This design comes from an exercise in tuning for small area, a short achievable clock period and few clock cycles on the open sky130 flow, not from production work. No functional check of the RTL was part of any run shown here.

File: design.v
module pipe_exe_md #(
  parameter logic [31:0] DIV0_LO = 32'hFFFFFFFF
) (
  input  logic        clock,
  input  logic        resetn,
  input  logic        ebubble,
  input  logic [3:0]  ealuc,
  input  logic        ealuimm,
  input  logic        eshift,
  input  logic        ejal,
  input  logic [3:0]  emd,
  input  logic [31:0] ea,
  input  logic [31:0] eb,
  input  logic [31:0] eimm,
  input  logic [31:0] esa,
  input  logic [31:0] epc4,
  input  logic [4:0]  ern0,
  output logic [31:0] ealu,
  output logic [4:0]  ern,
  output logic        md_stall
);
  localparam logic [3:0] MD_MULT  = 4'd1;
  localparam logic [3:0] MD_MULTU = 4'd2;
  localparam logic [3:0] MD_DIV   = 4'd3;
  localparam logic [3:0] MD_DIVU  = 4'd4;
  localparam logic [3:0] MD_MFHI  = 4'd5;
  localparam logic [3:0] MD_MFLO  = 4'd6;
  localparam logic [3:0] MD_MTHI  = 4'd7;
  localparam logic [3:0] MD_MTLO  = 4'd8;
  logic [31:0] hi_q, lo_q;
  logic [32:0] d_q;           
  logic        busy_q;
  logic        mul_q;         
  logic        sgn_q;         
  logic        fix_q;         
  logic        fixing_q;      
  logic        negq_q, negr_q;
  logic [3:0]  cnt_q;         
  logic [31:0] aluA, aluB, aluRes;
  assign aluA = eshift  ? esa  : ea;
  assign aluB = ealuimm ? eimm : eb;
  logic        aluSub;
  logic [31:0] aluBx, aluSum;
  logic [32:0] aluSumC;
  assign aluSub  = ealuc[2];
  assign aluBx   = aluB ^ {32{aluSub}};
  assign aluSumC = {aluA, 1'b1} + {aluBx, aluSub};
  assign aluSum  = aluSumC[32:1];
  logic        shLeft, shFill;
  logic [31:0] shIn, shOut, shRes;
  logic [32:0] shWide;
  assign shLeft = ~ealuc[2];
  assign shFill = ealuc[2] & ealuc[3] & aluB[31];
  always_comb begin
    for (int i = 0; i < 32; i++) shIn[i] = shLeft ? aluB[31-i] : aluB[i];
  end
  assign shWide = 33'($signed({shFill, shIn}) >>> aluA[4:0]);
  assign shOut  = shWide[31:0];
  always_comb begin
    for (int i = 0; i < 32; i++) shRes[i] = shLeft ? shOut[31-i] : shOut[i];
  end
  always_comb begin
    aluRes = 32'd0;
    case (ealuc[1:0])
      2'b00: aluRes = aluSum;
      2'b01: aluRes = ealuc[2] ? (aluA | aluB) : (aluA & aluB);
      2'b10: aluRes = ealuc[2] ? {aluB[15:0], 16'd0} : (aluA ^ aluB);
      2'b11: aluRes = shRes;
      default: aluRes = 32'd0;
    endcase
  end
  always_comb begin
    ealu = aluRes;
    ern  = ern0;
    if (ejal) begin
      ealu = epc4 + 32'd4;
      ern  = 5'd31;
    end else if (emd == MD_MFHI) begin
      ealu = hi_q;
    end else if (emd == MD_MFLO) begin
      ealu = lo_q;
    end
  end
  logic isMul, isDiv, isHL, start;
  assign isMul = !ebubble && (emd == MD_MULT || emd == MD_MULTU);
  assign isDiv = !ebubble && (emd == MD_DIV  || emd == MD_DIVU);
  assign isHL  = !ebubble && (emd == MD_MFHI || emd == MD_MFLO ||
                              emd == MD_MTHI || emd == MD_MTLO);
  assign md_stall = resetn && busy_q && isHL;
  logic        dSigned, aNeg, bNeg;
  logic [31:0] absA, absB;
  logic [5:0]  zA, zB;
  logic [5:0]  sh;            
  logic        bZero, qZero;
  logic [32:0] dAlign;
  function automatic logic [5:0] clz32(input logic [31:0] x);
    logic [15:0]      z1;
    logic [15:0]      c1;
    logic [7:0]       z2;
    logic [7:0][1:0]  c2;
    logic [3:0]       z3;
    logic [3:0][2:0]  c3;
    logic [1:0]       z4;
    logic [1:0][3:0]  c4;
    logic             z5;
    logic [4:0]       c5;
    for (int i = 0; i < 16; i++) begin
      z1[i] = ~(x[2*i+1] | x[2*i]);
      c1[i] = ~x[2*i+1];
    end
    for (int i = 0; i < 8; i++) begin
      z2[i] = z1[2*i+1] & z1[2*i];
      c2[i] = z1[2*i+1] ? {1'b1, c1[2*i]} : {1'b0, c1[2*i+1]};
    end
    for (int i = 0; i < 4; i++) begin
      z3[i] = z2[2*i+1] & z2[2*i];
      c3[i] = z2[2*i+1] ? {1'b1, c2[2*i]} : {1'b0, c2[2*i+1]};
    end
    for (int i = 0; i < 2; i++) begin
      z4[i] = z3[2*i+1] & z3[2*i];
      c4[i] = z3[2*i+1] ? {1'b1, c3[2*i]} : {1'b0, c3[2*i+1]};
    end
    z5 = z4[1] & z4[0];
    c5 = z4[1] ? {1'b1, c4[0]} : {1'b0, c4[1]};
    clz32 = z5 ? 6'd32 : {1'b0, c5};
  endfunction
  function automatic logic [31:0] cneg32(input logic [31:0] x, input logic neg);
    logic below;
    below = 1'b0;
    for (int i = 0; i < 32; i++) begin
      cneg32[i] = x[i] ^ (neg & below);
      below = below | x[i];
    end
  endfunction
  assign dSigned = (emd == MD_DIV);
  assign aNeg  = dSigned && ea[31];
  assign bNeg  = dSigned && eb[31];
  assign absA  = cneg32(ea, aNeg);
  assign absB  = cneg32(eb, bNeg);
  assign zA    = clz32(absA);
  assign zB    = clz32(absB);
  assign bZero = (eb == 32'd0);
  assign qZero = (zA > zB);
  assign sh    = zB - zA;
  assign dAlign = {absB, 1'b0} << {sh[5:1], 1'b0};
  logic [35:0] accX, aX, mSum;
  logic        lastMul;
  assign lastMul = (cnt_q == 4'd0);
  assign accX = {{4{sgn_q & hi_q[31]}}, hi_q};
  assign aX   = {{4{sgn_q & d_q[31]}}, d_q[31:0]};
  logic        mNeg;
  logic [35:0] pp0, pp1, pp2, pp3, s1, c1, s2, c2, s3, c3;
  assign mNeg = sgn_q & lastMul;
  assign pp0 = lo_q[0] ? aX : 36'd0;
  assign pp1 = lo_q[1] ? {aX[34:0], 1'b0} : 36'd0;
  assign pp2 = lo_q[2] ? {aX[33:0], 2'b0} : 36'd0;
  assign pp3 = (lo_q[3] ? {aX[32:0], 3'b0} : 36'd0) ^ {36{mNeg}};
  assign s1 = accX ^ pp0 ^ pp1;
  assign c1 = (accX & pp0) | (accX & pp1) | (pp0 & pp1);
  assign s2 = s1 ^ {c1[34:0], 1'b0} ^ pp2;
  assign c2 = (s1 & {c1[34:0], 1'b0}) | (s1 & pp2) | ({c1[34:0], 1'b0} & pp2);
  assign s3 = s2 ^ {c2[34:0], 1'b0} ^ pp3;
  assign c3 = (s2 & {c2[34:0], 1'b0}) | (s2 & pp3) | ({c2[34:0], 1'b0} & pp3);
  assign mSum = s3 + {c3[34:0], mNeg};
  logic [33:0] t1, t2;
  logic        q1, q2;
  logic [31:0] r1, r2;
  assign t1 = {2'b0, hi_q} - {1'b0, d_q};
  assign q1 = ~t1[33];
  assign r1 = q1 ? t1[31:0] : hi_q;
  assign t2 = {2'b0, r1} - {2'b0, d_q[32:1]};
  assign q2 = ~t2[33];
  assign r2 = q2 ? t2[31:0] : r1;
  always_ff @(posedge clock or negedge resetn) begin
    if (!resetn) begin
      busy_q <= 1'b0;
      mul_q  <= 1'b0;
      sgn_q  <= 1'b0;
      fix_q  <= 1'b0;
      fixing_q <= 1'b0;
      negq_q <= 1'b0;
      negr_q <= 1'b0;
      cnt_q  <= 4'd0;
    end else if (isMul) begin
      busy_q <= 1'b1;
      mul_q  <= 1'b1;
      fixing_q <= 1'b0;
      sgn_q  <= (emd == MD_MULT);
      cnt_q  <= 4'd7;
    end else if (isDiv) begin
      busy_q <= !(bZero || qZero);
      mul_q  <= 1'b0;
      fix_q  <= aNeg || bNeg;
      fixing_q <= 1'b0;
      negq_q <= aNeg ^ bNeg;
      negr_q <= aNeg;
      cnt_q  <= 4'(sh[5:1]);
    end else if (busy_q) begin
      if (cnt_q != 4'd0) begin
        cnt_q <= cnt_q - 4'd1;
      end else if (!mul_q && fix_q && !fixing_q) begin
        fixing_q <= 1'b1;
      end else begin
        fixing_q <= 1'b0;
        busy_q <= 1'b0;
      end
    end
  end
  always_ff @(posedge clock) begin
    if (isMul) begin
      d_q <= {1'b0, ea};
    end else if (isDiv) begin
      d_q <= dAlign;
    end else if (busy_q && !mul_q) begin
      d_q <= {2'b0, d_q[32:2]};
    end
  end
  always_ff @(posedge clock or negedge resetn) begin
    if (!resetn) begin
      hi_q <= 32'd0;
      lo_q <= 32'd0;
    end else if (isMul) begin
      hi_q <= 32'd0;
      lo_q <= eb;
    end else if (isDiv) begin
      hi_q <= (bZero || qZero) ? ea : absA;
      lo_q <= bZero ? DIV0_LO : 32'd0;
    end else if (busy_q) begin
      if (mul_q) begin
        hi_q <= mSum[35:4];
        lo_q <= {mSum[3:0], lo_q[31:4]};
      end else if (!fixing_q) begin
        hi_q <= r2;
        lo_q <= {lo_q[29:0], q1, q2};
      end else begin
        hi_q <= cneg32(hi_q, negr_q);
        lo_q <= cneg32(lo_q, negq_q);
      end
    end else if (!ebubble) begin
      if (emd == MD_MTHI) hi_q <= ea;
      if (emd == MD_MTLO) lo_q <= ea;
    end
  end
endmodule
File: run.sh
#!/bin/bash
# synth_recipe.tcl (not shown) runs the flow's synth.tcl, then flattens the netlist and writes it again
# the make line also repeats each setting of config.mk as NAME=value (left out here)
make -C /OpenROAD-flow-scripts/flow DESIGN_CONFIG=/design/flow/config.mk WORK_HOME=/design/flow/orfs CLKGATE_MAP_FILE= SYNTH_SCRIPT=/design/flow/synth_recipe.tcl finish
File: config.mk
export PLATFORM = sky130hd
export DESIGN_NAME = pipe_exe_md
export DESIGN_NICKNAME = pipe_exe_md
export VERILOG_FILES = /design/flow/design.v
export SDC_FILE = /design/flow/constraint.sdc
export NUM_CORES = 4
export LEC_CHECK = 0
export CAP_MARGIN = 20
export CORE_MARGIN = 2
export CORE_UTILIZATION = 40
export SLEW_MARGIN = 20
File: constraint.sdc
create_clock -name core_clock -period 9.0 [get_ports {clock}]
set_input_delay 1.8000 -clock core_clock [delete_from_list [all_inputs] [get_ports {clock}]]
set_output_delay 1.8000 -clock core_clock [all_outputs]
set_load 0.01 [all_outputs]
==> results of run 1 <==
==> how the worst min path moves through the flow <==
stage	from	end	depth (start not counted)
6_report	fix_q$_DFFE_PN0P_	fix_q$_DFFE_PN0P_	2
5_1_grt	fix_q$_DFFE_PN0P_	fix_q$_DFFE_PN0P_	2
4_1_cts	fix_q$_DFFE_PN0P_	fix_q$_DFFE_PN0P_	2
3_5_place_dp	fix_q$_DFFE_PN0P_	fix_q$_DFFE_PN0P_	2
3_3_place_gp	fix_q$_DFFE_PN0P_	fix_q$_DFFE_PN0P_	2
2_1_floorplan	fix_q$_DFFE_PN0P_	fix_q$_DFFE_PN0P_	2
==> layout by cell type (no fill, tap or decap), types with 46 or more instances in the layout <==
master,instances
nand3_1,66
nand2_1,432
a31oi_1,58
buf_4,227
ha_1,207
a21o_1,57
and2_1,81
o21a_1,55
inv_1,291
nor3_1,109
o211ai_1,47
o21ai_0,329
nor2_1,335
xnor2_1,200
clkdlybuf4s50_1,211
mux2i_1,131
dfrtp_1,72
fa_1,101
a21oi_1,379
a221oi_1,46
a211oi_1,56
xor2_1,104
==> per-stage QoR <==
stage | utilization, % | cells | instance area, um2 | hold slack (ps) | worst slack [ps]
6_report | 46.2 | 5320 | 34400 | 526 | 83.7
5_1_grt | 46.2 | 5315 | 34400 | 584 | 31.0
3_5_place_dp | 45.8 | 5299 | 34100 | 508 | 94.3
2_1_floorplan | - | 4204 | 30100 | 472 | 317
4_1_cts | 46.2 | 5315 | 34400 | 527 | 90.6
3_3_place_gp | 45.8 | 5299 | 34100 | 494 | 160
==> area by class of cell <==
cell class | count | area (um2)
Antenna cell | 5 | 12.5
Sequential cell | 108 | 2860
Clock inverter | 7 | 87.6
Multi-Input combinational cell | 3480 | 25000
Tap cell | 969 | 1210
Clock buffer | 9 | 225
Timing Repair Buffer | 444 | 3880
Inverter | 298 | 1120
Fill cell | 7615 | 40000
==> sequential cells by signal, summed over array words and instances (netlist names) <==
signal / count
d_q: 33
hi_q: 32
lo_q: 32
cnt_q: 4
busy_q: 1
fix_q: 1
fixing_q: 1
mul_q: 1
negq_q: 1
negr_q: 1
sgn_q: 1
==> per-layer routing <==
layer  wire, um  part of all wire (%)  global-route usage (%)  up-vias
li1           -                     -                       -    15400
met4       8840                   5.9                    18.0       16
met2      61300                    41                    54.9     2244
met1      59900                    40                    50.1    16300
met3      18900                    13                    10.2      417
met5         96                 0.064                       0        -
==> Yosys cell counts (28+ instances only) <==
cell / instances / area (um2)
edfxtp_1: 32 / 961
o21a_1: 55 / 413
o22ai_1: 38 / 238
xnor2_1: 202 / 1770
o31ai_1: 31 / 233
inv_1: 292 / 1100
a21o_1: 58 / 435
a221oi_1: 46 / 403
nand2b_1: 28 / 175
mux2i_1: 137 / 1370
nor2_1: 340 / 1280
buf_1: 33 / 124
xor2_1: 105 / 920
mux2_2: 45 / 507
nor3_1: 109 / 546
ha_1: 207 / 2590
a21oi_1: 381 / 1910
o211ai_1: 47 / 353
nand4_1: 28 / 175
a31oi_1: 59 / 369
and2_1: 82 / 513
a211oi_1: 56 / 420
and3_1: 30 / 188
fa_1: 102 / 2040
clkbuf_1: 265 / 995
o21ai_0: 329 / 1650
nand2_1: 433 / 1630
dfrtp_1: 75 / 1880
or3_1: 36 / 225
o221ai_1: 41 / 359
nand3_1: 66 / 330
mux4_2: 34 / 766
==> cell families (layout without fill, tap and decap cells) <==
group	count (synthesis)	in the layout	synth area share, %
AO/OA/AOI/OAI	1362	1362	29.1
XOR/XNOR	307	307	8.94
adder cells (fa/ha/maj)	309	309	15.4
buffers and inverters	616	758	7.82
flip-flops	108	108	9.50
multiplexers	223	223	9.05
other	0	5	0
AND/OR/NAND/NOR	1279	1279	20.2
==> worst max-delay path, cell delays in order <==
cell	delay (ps)
buf_2	270
buf_4	230
buf_4	250
mux2i_1	670
buf_4	240
inv_1	130
mux4_2	530
mux2i_1	270
nor2_1	80
a21o_1	200
o21a_1	180
o21ai_0	290
o21ai_0	190
a222oi_1	340
a211oi_1	140
a21oi_1	540
a221oi_1	200
clkdlybuf4s50_1	570
==> results.txt, run 1 <==
status finished clean; IO Pins about 220; drt first pass iters 6; mapped cell area roughly 30000 um2; Yosys cell types 106; clock latency (worst-skew pair) 380 ps; Root Buffer clkbuf_16; Iter 0 DRT Violations between 5000 and 6000; Final nets 4829; Rel. slew slack 18.7%; grt total ovfl 0; syn_area_per_cell 7.16 um2; number of flops mapped to enable cells by yosys 32; layout cells sized above 1 ~9.9%; setup bufs post-CTS 0; Setup TNS 0 ps; Hold-fix buffers, CTS 0; Worst Setup EP ealu[14]; flop2flop setup slack 690 ps; final slew viol count 0; gpl congestion around 1.0; Tcrit/Tclk final about 100%; Critical Path AT 7120 ps; Max-cap violations 0; R2R Path Start d_q[7]$_DFFE_PP_; initial antenna violation count 15; cells on worst reg2reg path 27; RSZ-0062 raised after global routing false; asr flop ratio synth 69.4%; Final ANT Viol Nets 0; final setup vio count 0; GRT Total Usage 37.3%; clock sinks 108; Die H approximately 280 um; crit path launch ealuimm; area growth from synthesis to layout 14.4%; cts repair resizes 0; crit path max fanout 11; DR vias about 34000; Least-Margin Pin Slew roughly 1200 ps; largest net degree at the start of global routing 75; Final Skew 15.8 ps; Fin. Hold Viols 0; FF+latch count, synth 108; Die ar. between 70000 and 80000 um2; min Tclk post-route 8920 ps; CP required just over 7000 ps; detailed placement HPWL approximately 120000 um; Die X 278 um; DR vias/cell 6.47; Main synth FF type dfrtp_1; first-pass GRT wire length 216000 um; crit path kind in2out; worst-case clock buffer depth 2; Clock transition at path regs 90 ps; DR WL/cell 28.0 um; starting density of the core 40.4%; TritonCTS clock tree yes; vias in the first global route 31700; CP startpoint kind primary input; Post-Route WL between 100000 and 150000 um; core footprint 74400 um2; RR Endpoint hi_q[1]$_DFFE_PN0P_; Ys Warns 1; DRC viols 0; Syn Nets 4692; CP Capture Type output pin; sequential element share of the synthesized area 9.50%; Post-Syn Instances between 4000 and 5000; Rows 100; f_max 112 MHz; Num CTS Buffers 9; PortBufs 216; H-tree depth 3; Tightest Hold Check Type reg2reg
==> run 2, diff against run 1 <==
--- a/config.mk
+++ b/config.mk
@@ -10,2 +10,3 @@
 export CORE_UTILIZATION = 40
+export SETUP_SLACK_MARGIN = 3
 export SLEW_MARGIN = 20
==> run 2 against run 1 <==
Against the previous run:
- still clean on timing, DRC and antenna
- clock skew shrank 4.8 ps
- global-route usage grew 4.1 points
- critical path depth grew 2
- synthesized cell count is the same
- area after synthesis is the same
- utilization grew 9.2 points
- via count grew 7.1%
- register-to-register slack gained 2100 ps
- fmax grew 21%
- sequential cell count is the same
- hold slack lost 39 ps
- largest cell class unchanged
- highest routed layer unchanged
==> results.txt, run 2 <==
status finished clean; most frequent cells in the layout 449 x buf_4, 406 x nand2_1, 313 x a21oi_1; Least-Margin Pin Slew 1230 ps; most common cell after layout, fill and taps aside buf_4; crit path kind in2out; Tightest Hold Check Type reg2reg; DR vias 36800; fillcell total 7065; Fin. Hold Viols 0; gpl congestion just over 1; first-pass GRT wire length 237000 um; core footprint approximately 74000 um2; Post-Route WL 166000 um; Synth top cells by count 433 x nand2_1, 381 x a21oi_1, 340 x nor2_1, 329 x o21ai_0, 292 x inv_1; CP Capture Type output pin; PortBufs 216; min Tclk post-route roughly 7300 ps; Largest Register d_q; FF+latch count, synth between 100 and 150; initial antenna violation count 7; top-count cell post-synth nand2_1; register area between 2000 and 3000 um2; slowest stage delay, CP 390 ps; Tcrit/Tclk final 81.6%; sequential element share of the synthesized area 9.50%; CP startpoint kind primary input; Post-Syn Instances 4204; Rel. slew slack between 15 and 20%; crit-path cells buf_16 -> buf_12 -> mux2i_4 -> xnor2_1 -> ha_1 -> o21a_1 -> o21a_1 -> and3_4 -> nand2_4 -> a2111o_1 -> o211ai_1 -> buf_4 -> a311o_1 -> a21oi_2 -> nor2_1 -> a2111oi_2 -> xnor2_1 -> a21oi_1 -> o221ai_2 -> buf_2; clock sinks 108; cell area after layout 41300 um2; Hold-fix buffers, CTS 0; number of flops mapped to enable cells by yosys 32; largest net degree at the start of global routing 63; Critical Path AT ~5600 ps; layout cells sized above 1 between 20% and 30%; detailed placement HPWL 123000 um; Die H 278 um; RSZ-0062 raised after global routing true; Root Buffer clkbuf_16; family with the most delay on the worst path compound AO/OA/AOI/OAI gates; DR vias/cell 6.50; Placed Area 34300 um2; Top Registers d_q (33), hi_q (32), lo_q (32); Yosys cell types 106; clock latency (worst-skew pair) 390 ps; CP max-delay cell mux2i_4; Die ar. approximately 77000 um2; Final ANT Viol Nets 0; Largest register FFs 33; DRC viols 0; vias in the first global route 34000; cell taking the most area after synthesis ha_1; multi-input combinational cell area 28400 um2; Syn Nets 4692; drt first pass iters 8; IO Pins 217; crit path max fanout 7; Placed Cells between 5000 and 6000; worst-case clock buffer depth 2; Num CTS Buffers 9; final slew viol count 0; CP required 7200 ps; Rows 100; DR WL/cell 29.2 um; largest cells by area after synthesis ha_1 8.6%, fa_1 6.8%, a21oi_1 6.3%; TritonCTS clock tree yes; Ys Warns 1; Iter 0 DRT Violations approximately 5600; Die X between 200 and 300 um; syn_area_per_cell 7.16 um2; mapped cell area roughly 30000 um2; Synth top area share 8.61%; final setup vio count 0; GRT Total Usage roughly two fifths; non-filler cells, final approximately 5700; Final nets 5179; asr flop ratio synth between 60% and 70%; Main synth FF type dfrtp_1; Max-cap violations 0; starting density of the core 40.4%; area growth from synthesis to layout 37.1%; Clock transition at path regs about 80 ps; Setup TNS 0 ps; grt total ovfl 0; Final Skew 10.9 ps; H-tree depth 3; Worst Path Buf+Inv 4; f_max 136 MHz
[run 2: cell type report]
type,instances,area share (%)
repair buffers,791,17.7
flip-flops and latches,108,7.00
inverters,298,2.82
clock buffers,12,0.597
clock inverters,4,0.0576
diodes,3,0.0182
well taps,969,2.94
multi-input cells,3482,68.8
repair inverters,1,0.0212
[run 2: final timing paths]
path | end | depth (start not counted) | slack [ps] | from
max in group asynchronous | lo_q[0]$_DFFE_PN0P_ | 2 | 6390 | resetn
min | negr_q$_DFFE_PN0P_ | 2 | 490 | negr_q$_DFFE_PN0P_
min in group asynchronous | hi_q[11]$_DFFE_PN0P_ | 1 | 1370 | resetn
max | ealu[30] | 20 | 1650 | ealuimm
max reg2reg | hi_q[17]$_DFFE_PN0P_ | 29 | 2750 | d_q[7]$_DFFE_PP_
min reg2reg | negr_q$_DFFE_PN0P_ | 2 | 490 | negr_q$_DFFE_PN0P_
[run 2: per-stage QoR]
step                utilization (%)  hold slack (ps)  setup slack (ps)
global placement               46.1              462               536
detailed placement             46.1              472               537
global route                   55.4              537              1530
CTS                            53.7              489              1770
finish                         55.4              487              1650
floorplan                         -              472              1650
[run 2: routing by layer]
layer  global-route usage [%]  wire, um  vias to the layer above
li1                         -         -                    16200
met1                     56.3     66700                    17800
met2                     58.6     66300                     2472
met3                     13.8     23100                      435
met4                     19.4      9550                        8
met5                     1.00       147                        -
[run 2: worst register-to-register path, delay by kind of cell, from the launching register on]
| family | cells | cell delay (ps) |
|---|---|---|
| AO/OA/AOI/OAI | 15 | 2810 |
| adder cells (fa/ha/maj) | 2 | 390 |
| buffers and inverters | 7 | 1010 |
| flip-flops | 1 | 410 |
| multiplexers | 2 | 600 |
| AND/OR/NAND/NOR | 3 | 910 |
[run 2: kinds of logic after synthesis]
kind of cell,count (synthesis),synth area share (%)
AOI/OAI and AO/OA,1362,29.1
muxes,223,9.05
adders and majority gates,309,15.4
xor gates and xnor gates,307,8.94
DFF,108,9.50
and+or+nand+nor,1279,20.2
buffers and inverters,616,7.82
[run 2: what timing repair did]
action	in CTS	in global routing
setup endpoints to repair	102	98
gates cloned	16	1
gates resized for setup	977	175
buffers inserted	311	61
pin swaps	243	123
==> run 3, diff against run 2 <==
--- a/design.v
+++ b/design.v
@@ -44,3 +44,3 @@
   logic [32:0] aluSumC;
-  assign aluSub  = ealuc[2];
+  assign aluSub  = (ealuc[2:0] == 3'b100);
   assign aluBx   = aluB ^ {32{aluSub}};
@@ -65,4 +65,4 @@
       2'b00: aluRes = aluSum;
-      2'b01: aluRes = ealuc[2] ? (aluA | aluB) : (aluA & aluB);
-      2'b10: aluRes = ealuc[2] ? {aluB[15:0], 16'd0} : (aluA ^ aluB);
+      2'b01: aluRes = ealuc[2] ? (aluA | aluBx) : (aluA & aluBx);
+      2'b10: aluRes = ealuc[2] ? {aluB[15:0], 16'd0} : (aluA ^ aluBx);
       2'b11: aluRes = shRes;
@@ -71,2 +71,5 @@
   end
+  logic [31:0] pc8;
+  pem_add #(30) u_pc8 (.a(epc4[31:2]), .b(30'd0), .cin(1'b1), .s(pc8[31:2]));
+  assign pc8[1:0] = epc4[1:0];
   always_comb begin
@@ -75,3 +78,3 @@
     if (ejal) begin
-      ealu = epc4 + 32'd4;
+      ealu = pc8;
       ern  = 5'd31;
@@ -163,3 +166,3 @@
   assign c3 = (s2 & {c2[34:0], 1'b0}) | (s2 & pp3) | ({c2[34:0], 1'b0} & pp3);
-  assign mSum = s3 + {c3[34:0], mNeg};
+  pem_add #(36) u_madd (.a(s3), .b({c3[34:0], mNeg}), .cin(1'b0), .s(mSum));
   logic [33:0] t1, t2;
@@ -167,6 +170,6 @@
   logic [31:0] r1, r2;
-  assign t1 = {2'b0, hi_q} - {1'b0, d_q};
+  pem_add #(34) u_sub1 (.a({2'b0, hi_q}), .b(~{1'b0, d_q}), .cin(1'b1), .s(t1));
   assign q1 = ~t1[33];
   assign r1 = q1 ? t1[31:0] : hi_q;
-  assign t2 = {2'b0, r1} - {2'b0, d_q[32:1]};
+  pem_add #(34) u_sub2 (.a({2'b0, r1}), .b(~{2'b0, d_q[32:1]}), .cin(1'b1), .s(t2));
   assign q2 = ~t2[33];
@@ -244 +247,32 @@
 endmodule
+module pem_add #(
+  parameter int N = 32
+) (
+  input  logic [N-1:0] a,
+  input  logic [N-1:0] b,
+  input  logic         cin,
+  output logic [N-1:0] s
+);
+  logic [N-1:0] p, g, pp, gg;
+  always_comb begin
+    p = a ^ b;
+    g = a & b;
+    gg = g;
+    pp = p;
+    gg[0] = g[0] | (p[0] & cin);
+    for (int d = 1; d < N; d = d * 2) begin
+      for (int i = 2 * d - 1; i < N; i = i + 2 * d) begin
+        gg[i] = gg[i] | (pp[i] & gg[i-d]);
+        pp[i] = pp[i] & pp[i-d];
+      end
+    end
+    for (int d = 64; d >= 1; d = d / 2) begin
+      for (int i = 3 * d - 1; i < N; i = i + 2 * d) begin
+        gg[i] = gg[i] | (pp[i] & gg[i-d]);
+        pp[i] = pp[i] & pp[i-d];
+      end
+    end
+    s[0] = p[0] ^ cin;
+    for (int i = 1; i < N; i++) s[i] = p[i] ^ gg[i-1];
+  end
+endmodule
--- a/config.mk
+++ b/config.mk
@@ -10,3 +10,2 @@
 export CORE_UTILIZATION = 40
-export SETUP_SLACK_MARGIN = 3
 export SLEW_MARGIN = 20
==> run 3 against run 2 <==
Against the previous run:
- still clean
- die area shrank 1.1%
- first-iteration DRC count shrank 11%
- register-to-register slack lost 1900 ps
- synthesized cell count shrank 4.5%
- via count shrank 11%
- setup slack lost 1400 ps
- cell area shrank 18%
- non-clock buffer count shrank 380
- final cell count shrank 10%
- critical path type unchanged
==> results.txt, run 3 <==
number of flops mapped to enable cells by yosys 32; worst-case clock buffer depth 2; Hold Crit Depth 2; Yosys cell types 97; crit path max fanout 37; TritonCTS clock tree yes; vias in the first global route 30500; Final nets roughly 4600; GRT Total Usage 36.6%; Rows 99; Main synth FF type dfrtp_1; syn_area_per_cell 7.41 um2; fillcell total 7560; most frequent cells in the layout 397 x nand2_1, 313 x a21oi_1, 307 x nor2_1; IO Pins between 200 and 250; Max-cap violations 0; cells on worst reg2reg path 30; Tcrit/Tclk final a little under 100%; cell taking the most area after synthesis fa_1; RSZ-0062 raised after global routing false; Die ar. 76500 um2; Die H 277 um; Die X 277 um; Syn Nets 4529; Setup TNS 0 ps; layout cells sized above 1 9.87%; post-route setup slack 249 ps; worst slack at placement 439 ps; Largest Register d_q; asr flop ratio synth 69.4%; DRC viols 0; Tightest Hold Check Type reg2reg; most common cell after layout, fill and taps aside nand2_1; top-count cell post-synth nand2_1; Critical Path AT 6950 ps; Num CTS Buffers 9; CP startpoint kind primary input; Final Skew 19.5 ps; RR Endpoint hi_q[29]$_DFFE_PN0P_; starting density of the core ~41%; DR WL/cell 28.4 um; Final ANT Viol Nets 0; min-delay src fix_q$_DFFE_PN0P_; largest net degree at the start of global routing 73; status finished clean; worst hold slack 533 ps; clock latency (worst-skew pair) 390 ps; Hold-fix buffers, CTS 0; DR vias ~33000; post-layout util 46.0%; crit path kind in2out; first-pass GRT wire length around 210000 um; core footprint 73300 um2; Placed Cells 5055; crit path launch ealuimm; sequential element share of the synthesized area about 9.6%; Post-Syn Instances 4015; cts repair resizes 0; Clock transition at path regs around 80 ps; PortBufs around 220; flop2flop setup slack between 800 and 900 ps; final slew viol count 0; CP Capture Type output pin; R2R Path Start hi_q[0]$_DFFE_PN0P_; Least-Margin Pin Slew 1220 ps; drt first pass iters 7; clock sinks 108; FF+latch count, synth 108; Top Registers d_q (33), hi_q (32), lo_q (32); largest cells by area after synthesis fa_1 10%, ha_1 7.9%, dfrtp_1 6.3%; Largest register FFs 33; final setup vio count 0; f_max 114 MHz; cell area after layout 33800 um2; detailed placement HPWL 116000 um; Post-Route WL 144000 um; Iter 0 DRT Violations 4940; Fin. Hold Viols 0; Root Buffer clkbuf_16; H-tree depth 3; Synth top cells by count 398 x nand2_1, 313 x a21oi_1, 311 x nor2_1, 297 x o21ai_0, 296 x inv_1; CP required 7200 ps; area growth from synthesis to layout 13.5%; Rel. slew slack 16.9%; initial antenna violation count 13; DR vias/cell 6.47; grt total ovfl 0; non-filler cells, final 5073; mapped cell area between 20000 and 30000 um2; Ys Warns 4; setup bufs post-CTS 0; gpl congestion approximately 1.1; min Tclk post-route 8750 ps; sink of the worst hold path fix_q$_DFFE_PN0P_; Placed Area ~33000 um2; Synth top area share 9.96%
## run 3: final cells by class
cell class / count / area [um2] / share of cell area [%]
multi-input combinational: 3272 / 24600 / 72.8
clock inverter: 7 / 68.8 / 0.204
timing repair buffer: 411 / 3680 / 10.9
tap: 959 / 1200 / 3.55
inverter: 305 / 1140 / 3.39
sequential: 108 / 2860 / 8.48
clock buffer: 9 / 225 / 0.667
antenna: 2 / 5.00 / 0.0148
## run 3: worst max-delay path by stage
| stage | end | slack [ps] | depth (start not counted) |
|---|---|---|---|
| after detailed placement | ealu[21] | 440 | 19 |
| after CTS | ealu[21] | 410 | 19 |
| after global routing | ealu[21] | 6 | 19 |
| after global placement | ealu[21] | 320 | 19 |
| after floorplan | ealu[31] | 740 | 21 |
| final | ealu[21] | 250 | 19 |
## run 3: kinds of logic (layout without fill, tap and decap cells)
logic type	count (synthesis)	count (layout)	synth area share (%)
other cells	0	2	0
flops	108	108	9.61
mux	283	283	11.5
xor+xnor	260	260	7.68
fa+ha+maj	335	335	17.8
compound gates	1222	1222	26.6
buf+inv	635	732	8.16
simple gates	1172	1172	18.6
## run 3: critical path, cell delays in order
cell and delay (ps):
buf_4 430, buf_4 310, mux2i_1 400, buf_4 230
xnor2_1 90, ha_1 410, o2111ai_1 200, o21a_1 240
o211ai_1 190, nand4_1 240, a21oi_1 270, a21o_1 160
a21oi_1 80, xor2_1 150, nor4_1 70, a2111oi_0 820
buf_4 240, a21oi_1 60, clkdlybuf4s50_1 540
## run 3: metal layers
| layer | GRT usage [%] | part of all wire, % | vias to the layer above |
|---|---|---|---|
| li1 | - | - | 14600 |
| met1 | 50.3 | 41 | 15800 |
| met2 | 54.2 | 42 | 2098 |
| met3 | 7.77 | 12 | 343 |
| met4 | 17.9 | 5.8 | 12 |
| met5 | 0 | 0.053 | - |
==> run 4, diff against run 3 <==
--- a/config.mk
+++ b/config.mk
@@ -10,2 +10,3 @@
 export CORE_UTILIZATION = 40
+export SETUP_SLACK_MARGIN = 1.5
 export SLEW_MARGIN = 20
==> run 4 against run 3 <==
Against the previous run:
- die area unchanged
- synthesized cell count unchanged
- via count is 2.1% higher
- hold slack better by 10 ps
- highest routed layer unchanged
==> results.txt, run 4 <==
status finished clean; crit path kind in2out; Final nets 4687; drt first pass iters 7; Final Skew about 11 ps; top-count cell post-synth nand2_1; DR WL/cell 28.3 um; Worst Path Buf+Inv 3; post-route setup slack 1350 ps; flop2flop setup slack 1760 ps; vias in the first global route 30800; worst-case clock buffer depth 2; Tcrit/Tclk final 85.0%; Setup TNS 0 ps; Die X ~280 um; min Tclk post-route 7650 ps; Least-Margin Pin Slew between 1000 and 1500 ps; number of flops mapped to enable cells by yosys 32; Post-Route WL 146000 um; PortBufs 216; CP max-delay cell clkdlybuf4s50_1; non-filler cells, final 5139; final setup vio count 0; Final ANT Viol Nets 0; min-delay src fix_q$_DFFE_PN0P_; post-synthesis adder-cell area fraction 17.8%; asr flop ratio synth 69.4%; Max-cap violations 0; Largest Register d_q; core footprint around 73000 um2; sequential element share of the synthesized area 9.61%; post-layout util 48.4%; clock sinks 108; CP required 7200 ps; Placed Cells 5049; most used cell, CP mux2i_1; area growth from synthesis to layout 19.3%; Post-Syn Instances 4015; H-tree depth 3; most common cell after layout, fill and taps aside nand2_1; Main synth FF type dfrtp_1; most frequent cells in the layout 396 x nand2_1, 306 x nor2_1, 293 x inv_1; detailed placement HPWL 113000 um; Root Buffer clkbuf_16; Largest register FFs 33; CP startpoint kind primary input; Fin. Hold Viols 0; Die H between 200 and 300 um; crit path max fanout 10; Synth Area in Simple Gates approximately a fifth; IO Pins 217; fillcell total approximately 7400; largest cells by area after synthesis fa_1 10%, ha_1 7.9%, dfrtp_1 6.3%; Clock transition at path regs about 80 ps; Tightest Hold Check Type reg2reg; TritonCTS clock tree yes; mapped cell area 29700 um2; Synth Area in Compound Gates 26.6%; Num CTS Buffers 9; Yosys cell types 97; initial antenna violation count 8; f_max between 100 and 150 MHz; syn_area_per_cell roughly 7.4 um2; RSZ-0062 raised after global routing true; Rel. slew slack 24.1%; layout cells sized above 1 15.3%; combinational family with the most area after synthesis compound AO/OA/AOI/OAI gates; gpl congestion about 1.1; GRT Total Usage 36.1%; starting density of the core 40.6%; cell taking the most area after synthesis fa_1; Hold-fix buffers, CTS 0; Top Registers d_q (33), hi_q (32), lo_q (32); slowest stage delay, CP around 560 ps; Iter 0 DRT Violations 4880; FF+latch count, synth ~110; Ys Warns 4; Syn Nets roughly 4500; xor/xnor cell area share of the yosys netlist 7.68%; Synth top area share under 10%; post-synthesis mux area share a little under an eighth; Critical Path AT 5850 ps; DR vias 33500; family with the most delay on the worst path multiplexers; crit-path cells clkdlybuf4s50_1 -> buf_4 -> mux2i_1 -> mux4_2 -> mux2_2 -> mux2i_1 -> mux2i_1 -> mux2i_1 -> a21oi_1 -> o221ai_2 -> a22oi_2 -> nand2_1 -> o21ai_0 -> o21ai_0 -> clkdlybuf4s50_1; R2R Path Start hi_q[0]$_DFFE_PN0P_; clock latency (worst-skew pair) ~370 ps; grt total ovfl 0; largest net degree at the start of global routing 73; final slew viol count 0; DR vias/cell 6.52; CP Capture Type output pin; Synth top cells by count 398 x nand2_1, 313 x a21oi_1, 311 x nor2_1, 297 x o21ai_0, 296 x inv_1; Rows 99; crit path launch eb[27]; worst slack at placement roughly 350 ps; DRC viols 0; first-pass GRT wire length 208000 um; Die ar. 76500 um2
## run 4: per-layer routing
metal	up-vias	global-route usage, %	routed length [um]	share of wire [%]
met5	-	0	59	0.040
li1	14700	-	-	-
met3	401	9.28	18600	13
met1	16000	48.8	57800	40
met2	2337	53.3	60300	41
met4	8	17.5	8860	6.1
## run 4: worst paths after layout
path | to | depth (start not counted)
hold reg to reg | fix_q$_DFFE_PN0P_ | 2
hold / removal | fix_q$_DFFE_PN0P_ | 2
min in group asynchronous | hi_q[0]$_DFFE_PN0P_ | 1
setup / recovery | ealu[4] | 15
max in group asynchronous | busy_q$_DFF_PN0_ | 2
setup reg to reg | hi_q[31]$_DFFE_PN0P_ | 32
## run 4: area by class of cell
type | count | area, um2 | share of cell area [%]
Timing Repair Buffer | 475 | 4390 | 12.4
Multi-Input combinational cell | 3274 | 25600 | 72.2
Tap cell | 959 | 1200 | 3.38
Clock buffer | 12 | 236 | 0.666
Antenna cell | 2 | 5.00 | 0.0141
Sequential cell | 108 | 2870 | 8.07
Inverter | 305 | 1150 | 3.24
Clock inverter | 4 | 25.0 | 0.0705
## run 4: per-stage QoR
| stage | hold WS (ps) | instance area [um2] |
|---|---|---|
| finish | 543 | 35500 |
| global route | 563 | 35500 |
| CTS | 531 | 34600 |
| detailed placement | 515 | 33400 |
| global placement | 494 | 33400 |
| floorplan | 472 | 29800 |
## run 4: logic make-up after synthesis
logic type | count (synthesis)
AOI/OAI and AO/OA | 1222
and+or+nand+nor | 1172
buffers and inverters | 635
adders and majority gates | 335
muxes | 283
xor gates and xnor gates | 260
DFF | 108
## run 4: timing repair
item / in CTS / in global routing
setup buffers: 29 / 34
hold endpoints to repair: 0 / 0
endpoints found under the setup margin: 95 / 96
gates cloned: 5 / 4
gates resized for setup: 214 / 150
pin swaps: 51 / 71
## run 4: worst min-delay path, delay by kind of cell, from the launching register on
family          cells  cell delay (ps)
flops               1              380
simple gates        1               60
compound gates      1               70
==> run 5, diff against run 4 <==
--- a/design.v
+++ b/design.v
@@ -30,2 +30,4 @@
   logic [31:0] hi_q, lo_q;
+  logic        hx_q;          
+  logic        bprev_q;       
   logic [32:0] d_q;           
@@ -148,21 +150,42 @@
   assign dAlign = {absB, 1'b0} << {sh[5:1], 1'b0};
-  logic [35:0] accX, aX, mSum;
+  function automatic logic [83:0] csa42(input logic [41:0] x, input logic [41:0] y,
+                                        input logic [41:0] z);
+    logic [41:0] sm, cy;
+    sm = x ^ y ^ z;
+    cy = (x & y) | (x & z) | (y & z);
+    csa42 = {cy[40:0], 1'b0, sm};
+  endfunction
+  logic [41:0] accX, aX, mSum, corr;
+  logic [3:0][41:0] pp;
+  logic [3:0]  bNegD;
+  logic [8:0]  bWin;
   logic        lastMul;
+  logic [83:0] l1a, l1b, l2, l3;
   assign lastMul = (cnt_q == 4'd0);
-  assign accX = {{4{sgn_q & hi_q[31]}}, hi_q};
-  assign aX   = {{4{sgn_q & d_q[31]}}, d_q[31:0]};
-  logic        mNeg;
-  logic [35:0] pp0, pp1, pp2, pp3, s1, c1, s2, c2, s3, c3;
-  assign mNeg = sgn_q & lastMul;
-  assign pp0 = lo_q[0] ? aX : 36'd0;
-  assign pp1 = lo_q[1] ? {aX[34:0], 1'b0} : 36'd0;
-  assign pp2 = lo_q[2] ? {aX[33:0], 2'b0} : 36'd0;
-  assign pp3 = (lo_q[3] ? {aX[32:0], 3'b0} : 36'd0) ^ {36{mNeg}};
-  assign s1 = accX ^ pp0 ^ pp1;
-  assign c1 = (accX & pp0) | (accX & pp1) | (pp0 & pp1);
-  assign s2 = s1 ^ {c1[34:0], 1'b0} ^ pp2;
-  assign c2 = (s1 & {c1[34:0], 1'b0}) | (s1 & pp2) | ({c1[34:0], 1'b0} & pp2);
-  assign s3 = s2 ^ {c2[34:0], 1'b0} ^ pp3;
-  assign c3 = (s2 & {c2[34:0], 1'b0}) | (s2 & pp3) | ({c2[34:0], 1'b0} & pp3);
-  pem_add #(36) u_madd (.a(s3), .b({c3[34:0], mNeg}), .cin(1'b0), .s(mSum));
+  assign accX = {{9{hx_q}}, hi_q};
+  assign aX   = {{10{sgn_q & d_q[31]}}, d_q[31:0]};
+  assign bWin = {lo_q[7:0], bprev_q};
+  always_comb begin
+    for (int i = 0; i < 4; i++) begin
+      logic b0, b1, b2;
+      logic [41:0] m;
+      b0 = bWin[2*i];
+      b1 = bWin[2*i+1];
+      b2 = bWin[2*i+2];
+      m = ((b1 ^ b0) ? aX : 42'd0) |
+          (((b2 & ~b1 & ~b0) | (~b2 & b1 & b0)) ? {aX[40:0], 1'b0} : 42'd0);
+      bNegD[i] = b2;
+      pp[i] = (m ^ {42{b2}}) << (2 * i);
+    end
+    pp[1][0] = bNegD[0];
+    pp[2][2] = bNegD[1];
+    pp[3][4] = bNegD[2];
+    corr = (lastMul && !sgn_q && lo_q[7]) ? {aX[33:0], 8'd0} : 42'd0;
+    corr[6] = bNegD[3];
+  end
+  assign l1a = csa42(accX, pp[0], pp[1]);
+  assign l1b = csa42(pp[2], pp[3], corr);
+  assign l2  = csa42(l1a[41:0], l1a[83:42], l1b[41:0]);
+  assign l3  = csa42(l2[41:0], l2[83:42], l1b[83:42]);
+  pem_add #(42) u_madd (.a(l3[41:0]), .b(l3[83:42]), .cin(1'b0), .s(mSum));
   logic [33:0] t1, t2;
@@ -191,3 +214,3 @@
       sgn_q  <= (emd == MD_MULT);
-      cnt_q  <= 4'd7;
+      cnt_q  <= 4'd3;
     end else if (isDiv) begin
@@ -224,2 +247,4 @@
       lo_q <= 32'd0;
+      hx_q <= 1'b0;
+      bprev_q <= 1'b0;
     end else if (isMul) begin
@@ -227,2 +252,4 @@
       lo_q <= eb;
+      hx_q <= 1'b0;
+      bprev_q <= 1'b0;
     end else if (isDiv) begin
@@ -232,4 +259,6 @@
       if (mul_q) begin
-        hi_q <= mSum[35:4];
-        lo_q <= {mSum[3:0], lo_q[31:4]};
+        hi_q <= mSum[39:8];
+        lo_q <= {mSum[7:0], lo_q[31:8]};
+        hx_q <= mSum[40];
+        bprev_q <= lo_q[7];
       end else if (!fixing_q) begin
--- a/config.mk
+++ b/config.mk
@@ -7,2 +7,3 @@
 export LEC_CHECK = 0
+export ABC_AREA = 1
 export CAP_MARGIN = 20
==> run 5 against run 4 <==
Against the previous run:
- clock-buffer cell count decreased by 2
- synthesized cell count is 14% higher
- final cell count up 13%
- die area is 0.52% higher
- first-iteration DRC count is 11% lower
- area after synthesis up 0.53%
- global-route usage is essentially flat
- critical endpoint is now ealu[20]
==> results.txt, run 5 <==
cells on worst reg2reg path 51; post-layout util 49.2%; Rows 100; Top Registers d_q (33), hi_q (32), lo_q (32); Num CTS Buffers 9; crit-path cells dlygate4sd2_1 -> inv_1 -> o21ai_1 -> buf_4 -> nand2_1 -> nand2_1 -> nand2_1 -> o21ai_1 -> o21ai_0 -> o21ai_0 -> inv_1 -> nand2_1 -> o21ai_1 -> o21ai_0 -> o211ai_1 -> nand3_1 -> o21ai_0 -> o211ai_1 -> o21ai_2 -> o21ai_0 -> clkdlybuf4s50_1; min-delay src d_q[32]$_SDFFE_PP0P_; CP required roughly 7200 ps; Synth top area share roughly 13%; top-count cell post-synth nand2_1; non-filler cells, final roughly 5800; FF+latch count, synth 110; cell taking the most area after synthesis fa_1; Fin. Hold Viols 0; largest net degree at the start of global routing 71; post-route setup slack 1360 ps; Die X between 200 and 300 um; most used cell, CP o21ai_0; Post-Route WL 144000 um; slowest stage delay, CP 570 ps; first-pass GRT wire length 210000 um; Final nets 5385; Clock transition at path regs 70 ps; Worst Path Buf+Inv 5; Syn Nets ~5100; number of flops mapped to enable cells by yosys 32; Tightest Hold Check Type reg2reg; worst hold slack 478 ps; most common cell after layout, fill and taps aside nand2_1; mapped cell area 29900 um2; IO Pins between 200 and 250; RR Endpoint hi_q[8]$_DFFE_PN0P_; Die H ~280 um; status finished clean; CP startpoint kind primary input; detailed placement HPWL between 100000 and 150000 um; Largest Register d_q; flop2flop setup slack 1670 ps; sequential element share of the synthesized area 9.73%; Synth top cells by count 880 x nand2_1, 664 x inv_1, 500 x o21ai_0, 285 x nor2_1, 264 x xor2_1; sink of the worst hold path d_q[32]$_SDFFE_PP0P_; Setup TNS 0 ps; DR WL/cell 24.8 um; gpl congestion 1.05; largest cells by area after synthesis fa_1 13%, nand2_1 11%, o21ai_0 8.4%; PortBufs 216; H-tree depth 3; Tcrit/Tclk final a little over four fifths; CP max-delay cell clkdlybuf4s50_1; RSZ-0062 raised after global routing true; crit path kind in2out; layout cells sized above 1 roughly 14%; Final Skew 17.6 ps; worst-case clock buffer depth 2; DRC viols 0; final slew viol count 0; Main synth FF type dfrtp_1; grt total ovfl 0; Post-Syn Instances 4579; Final ANT Viol Nets 0; area growth from synthesis to layout 22.1%; Least-Margin Pin Slew 1070 ps; min Tclk post-route 7640 ps; crit path max fanout 3; DR vias 34600; GRT Total Usage a little over a third; Ant. Diodes 0; f_max 131 MHz; fillcell total 7733; final setup vio count 0; CP Capture Type output pin; TritonCTS clock tree yes; clock latency (worst-skew pair) 400 ps; syn_area_per_cell ~6.5 um2; DR vias/cell 5.98; Hold Crit Depth 2; vias in the first global route approximately 32000; asr flop ratio synth 70.0%; Ys Warns 4; Placed Area 33700 um2; cell area after layout 36500 um2; worst slack at placement -110 ps; most frequent cells in the layout 829 x nand2_1, 631 x inv_1, 367 x o21ai_0; Yosys cell types 60; core footprint 74200 um2; family with the most delay on the worst path compound AO/OA/AOI/OAI gates; R2R Path Start hi_q[0]$_DFFE_PN0P_; drt first pass iters 7; Die ar. 77000 um2; starting density of the core 40.3%; Rel. slew slack 28.6%; Max-cap violations 0; clock sinks 110; Root Buffer clkbuf_16; Largest register FFs 33; Iter 0 DRT Violations 4332; Critical Path AT around 6000 ps; Placed Cells around 5700; initial antenna violation count 5
## run 5: how the worst max path moves through the flow
stage                     cells after the start       end    start
after floorplan                              28  ealu[31]   eshift
after global placement                       25  ealu[29]  ealuimm
after detailed placement                     25  ealu[29]  ealuimm
after CTS                                    36  ealu[28]  ealuimm
after global routing                         36  ealu[28]  eimm[0]
final                                        21  ealu[20]   eb[29]
## run 5: worst reg2reg max path, delay by kind of cell (launching register included)
family / cells / cell delay, ps
adders and majority gates: 3 / 870
buffers and inverters: 10 / 1130
and+or+nand+nor: 24 / 2350
DFF: 1 / 390
AOI/OAI and AO/OA: 14 / 2450
## run 5: per-layer routing
metal	wire, um	global-route usage, %	vias up
met5	62	0	-
met4	7270	15.1	10
met3	16100	6.70	355
met2	60100	53.8	1978
met1	60500	50.9	16500
li1	-	-	15800
## run 5: logic make-up after synthesis
family | share of synthesized area, %
DFF | 9.73
AOI/OAI and AO/OA | 25.5
buffers and inverters | 12.4
adders and majority gates | 20.8
muxes | 1.85
and+or+nand+nor | 20.1
xor gates and xnor gates | 9.63
## run 5: area by class of cell
cell class	instances	area [um2]	area share (%)
flip-flops and latches	110	2920	8.00
well taps	969	1210	3.32
clock buffers	10	239	0.655
clock inverters	6	68.8	0.189
inverters	695	2630	7.22
repair inverters	2	15.0	0.0411
multi-input cells	3508	24800	68.0
repair buffers	495	4580	12.5
## run 5: timing repair
item                                    in CTS  in global routing
hold buffers                                 0                  0
pin swaps                                   43                 96
endpoints found under the setup margin     102                102
resized for setup                          325                336
buffers inserted                            40                 47
cloned                                       1                  8
==> run 6, diff against run 5 <==
--- a/config.mk
+++ b/config.mk
@@ -10,4 +10,4 @@
 export CORE_MARGIN = 2
-export CORE_UTILIZATION = 40
-export SETUP_SLACK_MARGIN = 1.5
+export CORE_UTILIZATION = 60
+export SETUP_SLACK_MARGIN = 2.5
 export SLEW_MARGIN = 20
==> run 6 against run 5 <==
Against the previous run:
- the run now fails in global routing
- synthesized cell count unchanged
- area after synthesis unchanged
==> results.txt, run 6 <==
status aborted with a tool error; Stop stage global routing; Err [ERROR GRT-0232] Routing congestion too high. Check the congestion heatmap in the GUI.; Num CTS Buffers 9; initial antenna violation count 31; FF+latch count, synth 110; Ys Warns 4; GRT Total Usage between 70 and 80%; IO Pins 217; Yosys cell types 60; Synth top area share between 10% and 20%; starting density of the core 61.0%; post-synthesis mux area share 1.85%; top-count cell post-synth nand2_1; cell taking the most area after synthesis fa_1; mapped cell area 29900 um2; largest net degree at the start of global routing 70; Rows 81; Main synth FF type dfrtp_1; worst slack at placement 381 ps; post-synthesis adder-cell area fraction 20.8%; Post-Syn Instances 4579; Synth top cells by count 880 x nand2_1, 664 x inv_1, 500 x o21ai_0, 285 x nor2_1, 264 x xor2_1; Syn Nets 5143; largest cells by area after synthesis fa_1 13%, nand2_1 11%, o21ai_0 8.4%; Synth Area in Simple Gates approximately a fifth; detailed placement HPWL ~110000 um; Crit. endpoint post-GRT repair ealu[28]; Root Buffer clkbuf_16; combinational family with the most area after synthesis compound AO/OA/AOI/OAI gates; worst-case clock buffer depth 2; xor/xnor cell area share of the yosys netlist 9.63%; asr flop ratio synth between 70% and 80%; syn_area_per_cell about 6.5 um2; grt total ovfl 81; number of flops mapped to enable cells by yosys 32; Worst End Pin Type top-level output; Die X 227 um; PortBufs 216; clock sinks 110; sequential element share of the synthesized area 9.73%; Synth Area in Compound Gates between 20 and 30%; Die H approximately 230 um; H-tree depth 3; gpl congestion 1.13
-- run 6: cell counts after synthesis --
No cell type changed its count.
-- run 6: through the flow --
stage               hold WS, ps  std cells  area [um2]  util [%]
CTS                         495       5550       37500      76.5
detailed placement          482       5305       32900      67.1
global placement            464       5305       32900      67.1
floorplan                   449       4579       30300         -
-- run 6: kinds of logic after synthesis --
family / after synthesis
adder cells (fa/ha/maj): 385
AO/OA/AOI/OAI: 1282
multiplexers: 55
buffers and inverters: 961
flip-flops: 110
XOR/XNOR: 328
AND/OR/NAND/NOR: 1458
-- run 6: how the worst min path moves through the flow --
| stage | start | endpoint | slack, ps | depth (start not counted) |
|---|---|---|---|---|
| after floorplan | hx_q$_DFFE_PN0P_ | hx_q$_DFFE_PN0P_ | 450 | 2 |
| after global placement | d_q[32]$_SDFFE_PP0P_ | d_q[32]$_SDFFE_PP0P_ | 460 | 2 |
| after detailed placement | d_q[32]$_SDFFE_PP0P_ | d_q[32]$_SDFFE_PP0P_ | 480 | 2 |
| after CTS | d_q[32]$_SDFFE_PP0P_ | d_q[32]$_SDFFE_PP0P_ | 490 | 2 |
-- run 6: what timing repair did --
| action | in CTS |
|---|---|
| resized for setup | 894 |
| buffers inserted | 213 |
| pin swaps | 216 |
| setup endpoints to repair | 103 |
| cloned | 16 |
| hold buffers | 0 |
-- run 6: per-layer routing --
layer | GRT overflow | GRT usage [%]
met2 | 35 | 91.5
met1 | 3 | 80.1
met5 | 1 | 46.0
met4 | 39 | 71.7
met3 | 3 | 64.3
==> run 7, diff against run 6 <==
==> flow/run.sh (new file) <==
#!/bin/bash
set -euo pipefail
export BUFFER_PORTS_ARGS="-buffer_cell sky130_fd_sc_hd__buf_2"
bash standard.sh > standard_flow.log 2>&1
==> standard.sh (new file) <==
#!/bin/bash
# synth_recipe.tcl (not shown) runs the flow's synth.tcl, then flattens the netlist and writes it again
# the make line also repeats each setting of config.mk as NAME=value (left out here)
make -C /OpenROAD-flow-scripts/flow DESIGN_CONFIG=/design/flow/config.mk WORK_HOME=/design/flow/orfs CLKGATE_MAP_FILE= SYNTH_SCRIPT=/design/flow/synth_recipe.tcl "${@:-finish}"
--- a/config.mk
+++ b/config.mk
@@ -10,4 +10,4 @@
 export CORE_MARGIN = 2
-export CORE_UTILIZATION = 60
-export SETUP_SLACK_MARGIN = 2.5
+export CORE_UTILIZATION = 40
+export SETUP_SLACK_MARGIN = 1.5
 export SLEW_MARGIN = 20
removed: run.sh
==> run 7 against run 6 <==
Against the previous run:
- synthesized cell count stayed put
- area after synthesis stayed put
- the run now finishes clean
==> results.txt, run 7 <==
CP max-delay cell xor2_1; Placed Area 32000 um2; Synth Area in Compound Gates 25.5%; area growth from synthesis to layout 17.0%; Least-Margin Pin Slew 1130 ps; vias in the first global route 31700; family with the most delay on the worst path compound AO/OA/AOI/OAI gates; crit path max fanout 5; Largest Register d_q; RR Endpoint hi_q[20]$_DFFE_PN0P_; grt total ovfl 0; Final nets 5343; xor/xnor cell area share of the yosys netlist 9.63%; sink of the worst hold path d_q[32]$_SDFFE_PP0P_; Die ar. approximately 77000 um2; starting density of the core 40.3%; cell area after layout about 35000 um2; Rel. slew slack 24.5%; flop2flop setup slack 1750 ps; slowest stage delay, CP around 450 ps; DR vias/cell 6.06; asr flop ratio synth 70.0%; Max-cap violations 0; H-tree depth 3; Rows 100; largest net degree at the start of global routing 73; Final ANT Viol Nets 0; syn_area_per_cell 6.53 um2; FF+latch count, synth 110; Main synth FF type dfrtp_1; number of flops mapped to enable cells by yosys 32; IO Pins 217; worst-case clock buffer depth 2; clock sinks 110; combinational family with the most area after synthesis compound AO/OA/AOI/OAI gates; final setup vio count 0; Hold-fix buffers, CTS 0; min Tclk post-route 7490 ps; first-pass GRT wire length 206000 um; sequential element share of the synthesized area 9.73%; PortBufs 216; largest cells by area after synthesis fa_1 13%, nand2_1 11%, o21ai_0 8.4%; initial antenna violation count 5; Hold Crit Depth 2; Fin. Hold Viols 0; f_max 133 MHz; Num CTS Buffers 9; core footprint about 74000 um2; WL met2 58200 um; TritonCTS clock tree yes; CP Capture Type output pin; most common cell after layout, fill and taps aside nand2_1; clock latency (worst-skew pair) 410 ps; Die X 277 um; Post-Route WL 142000 um; Ys Warns 4; Largest register FFs 33; RSZ-0062 raised after global routing true; Tcrit/Tclk final a little over four fifths; GRT Total Usage a little over a third; Worst Path Buf+Inv 6; cells on worst reg2reg path 49; R2R Path Start hi_q[0]$_DFFE_PN0P_; Post-Syn Instances 4579; Die H approximately 280 um; detailed placement HPWL 111000 um; CP required 7200 ps; Iter 0 DRT Violations 4542; Syn Nets just over 5000; Root Buffer clkbuf_16; Setup TNS 0 ps; WL met3 18300 um; Top Registers d_q (33), hi_q (32), lo_q (32); gpl congestion about 1.1; Final Skew 15.8 ps; most frequent cells in the layout 839 x nand2_1, 644 x inv_1, 421 x o21ai_0; CP startpoint kind primary input; Synth Area in Simple Gates 20.1%; Yosys cell types 60; layout cells sized above 1 16.0%; most used cell, CP o211ai_1; Clock transition at path regs 90 ps; final slew viol count 0; Synth top cells by count 880 x nand2_1, 664 x inv_1, 500 x o21ai_0, 285 x nor2_1, 264 x xor2_1; Tightest Hold Check Type reg2reg; post-synthesis adder-cell area fraction 20.8%; crit path kind in2out; drt first pass iters 6; DR WL/cell 24.7 um; DR vias 34900; top-count cell post-synth nand2_1; WL met1 roughly 58000 um; DRC viols 0; status finished clean; post-synthesis mux area share 1.85%; cell taking the most area after synthesis fa_1; min-delay src d_q[32]$_SDFFE_PP0P_; Critical Path AT approximately 5700 ps; top routing layer used met5; mapped cell area 29900 um2; Synth top area share between 10% and 20%
[run 7: cell counts after synthesis]
No cell type changed its count.
[run 7: kinds of logic (layout without fill, tap and decap cells)]
| logic type | after synthesis | in the layout |
|---|---|---|
| and+or+nand+nor | 1458 | 1458 |
| AOI/OAI and AO/OA | 1282 | 1282 |
| buffers and inverters | 961 | 1166 |
| adders and majority gates | 385 | 385 |
| xor gates and xnor gates | 328 | 328 |
| DFF | 110 | 110 |
| muxes | 55 | 55 |
| other | 0 | 1 |
[run 7: what timing repair did]
item,in CTS,in global routing
gates resized for setup,160,256
endpoints found under the setup margin,95,90
gates cloned,4,8
setup buffers,27,92
pin swaps,31,102
[run 7: cell type report]
type / instances / area (um2)
Tap cell: 969 / 1210
Clock buffer: 9 / 225
Fill cell: 7738 / 39200
Antenna cell: 1 / 2.50
Inverter: 695 / 2650
Multi-Input combinational cell: 3508 / 24500
Timing Repair inverter: 2 / 15.0
Clock inverter: 7 / 67.6
Timing Repair Buffer: 453 / 3390
Sequential cell: 110 / 2920
[run 7: worst min-delay path, cell delays in order, from the launching register on]
cell and delay [ps]:
dfxtp_1 320, nand3_1 80, nand2_1 50
[run 7: metal layers]
layer / up-vias / global-route usage, %
met2: 2189 / 51.7
met1: 16600 / 49.1
met3: 364 / 9.69
li1: 15700 / -
met4: 8 / 13.8
met5: - / 0
[run 7: per-stage QoR]
step	hold WS, ps	cells	util (%)	setup slack [ps]
floorplan	449	4579	-	1530
global placement	470	5605	43.1	317
detailed placement	474	5605	43.1	303
CTS	488	5652	44.6	1440
global route	518	5753	47.1	1300
finish	492	5754	47.1	1510
[run 7: worst max path at each step]
stage | to | depth (start not counted) | from | slack [ps]
detailed placement | ealu[31] | 29 | ealuimm | 300
finish | ealu[28] | 26 | eb[9] | 1510
floorplan | ealu[31] | 28 | eshift | 1530
global placement | ealu[31] | 29 | ealuimm | 320
CTS | ealu[19] | 25 | ealuc[1] | 1440
global route | ealu[28] | 33 | ealuimm | 1300

-- port drivers added, routing unchanged --
How much do the figures lean on ideal ports? The routed layouts below were timed once more, with nothing changed but the port constraints.
Step 1 (the two cells are an assumption about what drives the block):
set clk [get_ports {clock}]
set_driving_cell -lib_cell sky130_fd_sc_hd__clkbuf_16 $clk
set_driving_cell -lib_cell sky130_fd_sc_hd__buf_2 [delete_from_list [all_inputs] $clk]
Step 2 adds t to the input delays and takes it off the output delays; t is the mean of the earliest and latest rising clock arrival at the registers after step 1. Input paths then give back, and output paths get back, about the clock's delay inside the block.
Three values: ideal, step 1, step 2; two values: the first two.
run | shift t [ns] | setup WS [ns] | cell pins on the clock port's net
run 1 | 0.433 | 0.084 / 0.057 / 0.057 | 1
run 2 | 0.446 | 1.652 / 1.555 / 1.555 | 1
run 3 | 0.439 | 0.249 / 0.220 / 0.220 | 1
run 4 | 0.424 | 1.349 / 1.322 / 1.258 | 1
run 5 | 0.447 | 1.361 / 1.340 / 1.199 | 1
run 7 | 0.457 | 1.508 / 1.427 / 1.114 | 1
After both steps every run listed still meets setup and hold. For run 7, which loses most, drivers alone change the setup slack by -0.081 ns; drivers and shift together by -0.394 ns.
